What follows belongs to an exercise in optimizing a design on an open flow for small area and a short achievable clock period; a production flow would make more cautious choices.
The RTL was checked by simulation tests, not by an equivalence proof against the original design.
Power and IR drop assume default switching activity.

Design mips_reg_file, start of the top module:
module mips_reg_file #(
  parameter int DATA_W = mips_reg_file_pkg::DATA_W,
  parameter int ADDR_W = mips_reg_file_pkg::ADDR_W
) (
  input  logic              clk,
  input  logic              rst_n,
  input  logic [ADDR_W-1:0] rs_addr,
  input  logic [ADDR_W-1:0] rt_addr,
  input  logic [ADDR_W-1:0] rd_addr,
  input  logic              wr_en,
  input  logic [DATA_W-1:0] wr_data,
  output logic [DATA_W-1:0] rs_data,
  output logic [DATA_W-1:0] rt_data,
  input  logic [ADDR_W-1:0] dbg_addr,
  output logic [DATA_W-1:0] dbg_data,
  output logic [15:0]       wr_count
);
  localparam int NREGS = 1 << ADDR_W;
  logic [DATA_W-1:0] regs  [1:NREGS-1];
  logic [NREGS-1:1]  valid;
  logic [NREGS-1:1]  we, we_n;
  logic [NREGS-1:1]  sel_rs, sel_rt, sel_dbg;
  logic [NREGS-1:1]  lo_rs, lo_rt;
  logic [3:0]        hi_rs, hi_rt;
  logic              wr_commit;
  assign wr_commit = wr_en && (rd_addr != '0);
  always_comb begin
    for (int g = 0; g < 4; g++) begin
      hi_rs[g] = (rs_addr[4:3] == 2'(g));
      hi_rt[g] = (rt_addr[4:3] == 2'(g));
    end
  end
  always_comb begin
    for (int i = 1; i < NREGS; i++) begin
      we[i]      = wr_en && (rd_addr == ADDR_W'(i));
      we_n[i]    = !we[i];
      sel_rs[i]  = valid[i] && (rs_addr  == ADDR_W'(i));
      sel_rt[i]  = valid[i] && (rt_addr  == ADDR_W'(i));
      lo_rs[i]   = valid[i] && (rs_addr[2:0] == 3'(i));
      lo_rt[i]   = valid[i] && (rt_addr[2:0] == 3'(i));
      sel_dbg[i] = valid[i] && (dbg_addr == ADDR_W'(i));
    end
  end
  logic [DATA_W-1:0] regs_d [1:NREGS-1];
  for (genvar i = 1; i < NREGS; i++) begin : g_hold
    for (genvar b = 0; b < DATA_W; b++) begin : g_bit
      mips_reg_file_hold u_hold (
        .we(we[i]), .we_n(we_n[i]), .d(wr_data[b]), .q(regs[i][b]), .y(regs_d[i][b])
      );
    end
  end
  always_ff @(posedge clk) begin
  ...
Size in the first run: roughly 170 I/O pins, ~46000 um2 of cells after synthesis.
make LEC_CHECK=0 CAP_MARGIN=20 CORE_MARGIN=2 CORE_UTILIZATION=25 CTS_BUF_LIST=sky130_fd_sc_hd__clkbuf_16 CTS_CLUSTER_DIAMETER=100 CTS_CLUSTER_SIZE=16 PLACE_DENSITY=0.3 SETUP_SLACK_MARGIN=2.25 SLEW_MARGIN=20 SYNTH_HIERARCHICAL=1 finish   # period 7.0 ns
run.sh (not shown) runs the stock make flow with config.mk's settings and CLKGATE_MAP_FILE= SYNTH_SCRIPT=/design/flow/synth_recipe.tcl, a recipe that flattens the netlist after the stock synthesis.
Edit:
--- a/flow/config.mk
+++ b/flow/config.mk
@@ -13,5 +13,5 @@
 export CTS_CLUSTER_SIZE = 16
 export PLACE_DENSITY = 0.3
-export SETUP_SLACK_MARGIN = 2.25
+export SETUP_SLACK_MARGIN = 2.5
 export SLEW_MARGIN = 20
 export SYNTH_HIERARCHICAL = 1
Outcome: The changed run produced a clean layout. Maximum frequency goes up by 4.8%. Worst setup slack gains 0.24 ns. Die area stays the same. Design area goes up by 0.34%. Power is about the same.
Edit:
--- a/flow/config.mk
+++ b/flow/config.mk
@@ -11,7 +11,7 @@
 export CTS_BUF_LIST = sky130_fd_sc_hd__clkbuf_16
 export CTS_CLUSTER_DIAMETER = 100
-export CTS_CLUSTER_SIZE = 16
+export CTS_CLUSTER_SIZE = 20
 export PLACE_DENSITY = 0.3
-export SETUP_SLACK_MARGIN = 2.5
+export SETUP_SLACK_MARGIN = 2.25
 export SLEW_MARGIN = 20
 export SYNTH_HIERARCHICAL = 1
Utilization drops by 0.20 points.
Clock skew rises by 0.0058 ns.
Setup slack is worse by 0.19 ns.
Via count drops by 0.51%.
Design area came out lower by about 0.6%.
Routed wire length stays flat.
Non-clock buffer count is lower by 8.
Edit:
--- a/flow/config.mk
+++ b/flow/config.mk
@@ -9,9 +9,6 @@
 export CORE_MARGIN = 2
 export CORE_UTILIZATION = 25
-export CTS_BUF_LIST = sky130_fd_sc_hd__clkbuf_16
-export CTS_CLUSTER_DIAMETER = 100
-export CTS_CLUSTER_SIZE = 20
 export PLACE_DENSITY = 0.3
-export SETUP_SLACK_MARGIN = 2.25
+export SETUP_SLACK_MARGIN = 2.5
 export SLEW_MARGIN = 20
 export SYNTH_HIERARCHICAL = 1
Result: Synthesized cell count does not change; global-route usage increases by 0.41 points; design area increases by 4.7%; clock power increases by 68%; sequential share of layout area decreases by 1.7 points; count of clock-buffer cells in the layout increases by 154; synthesized area is unchanged; worst hold slack got worse by 0.0034 ns; register-to-register slack improved by 0.26 ns; worst setup slack improved by 0.19 ns; core utilization increases by 1.5 points.

==> separate check: timing with driven ports <==
Ports are ideal in the flow. The routed layouts listed here were re-timed in OpenROAD.
Step 1 (the two cells are an assumption about what drives the block):
set clk [get_ports {clk}]
set_driving_cell -lib_cell sky130_fd_sc_hd__clkbuf_16 $clk
set_driving_cell -lib_cell sky130_fd_sc_hd__buf_2 [delete_from_list [all_inputs] $clk]
Step 2 adds t to the input delays and takes it off the output delays; t is the mean of the earliest and latest rising clock arrival at the registers after step 1. Input paths then give back, and output paths get back, about the clock's delay inside the block.
Three values: no drivers, after step 1, after step 2; two values: the first two.
run | shift t [ns] | setup WS [ns] | worst setup path at the end | slew at the worst register clock pin (ns)
the first run | 0.828 | 1.792 / 1.717 / 1.032 | input to register | 0.09 / 0.09
the second run | 0.839 | 2.032 / 1.753 / 1.249 | input to register | 0.09 / 0.09
the third run | 0.826 | 1.842 / 1.760 / 1.083 | input to register | 0.11 / 0.11
the fourth run | 0.900 | 2.033 / 1.753 / 1.476 | input to register | 0.06 / 0.06
After both steps setup and hold are still met in every run listed. For the second run, which loses most, drivers alone change the setup slack by -0.279 ns; drivers and shift together by -0.783 ns.
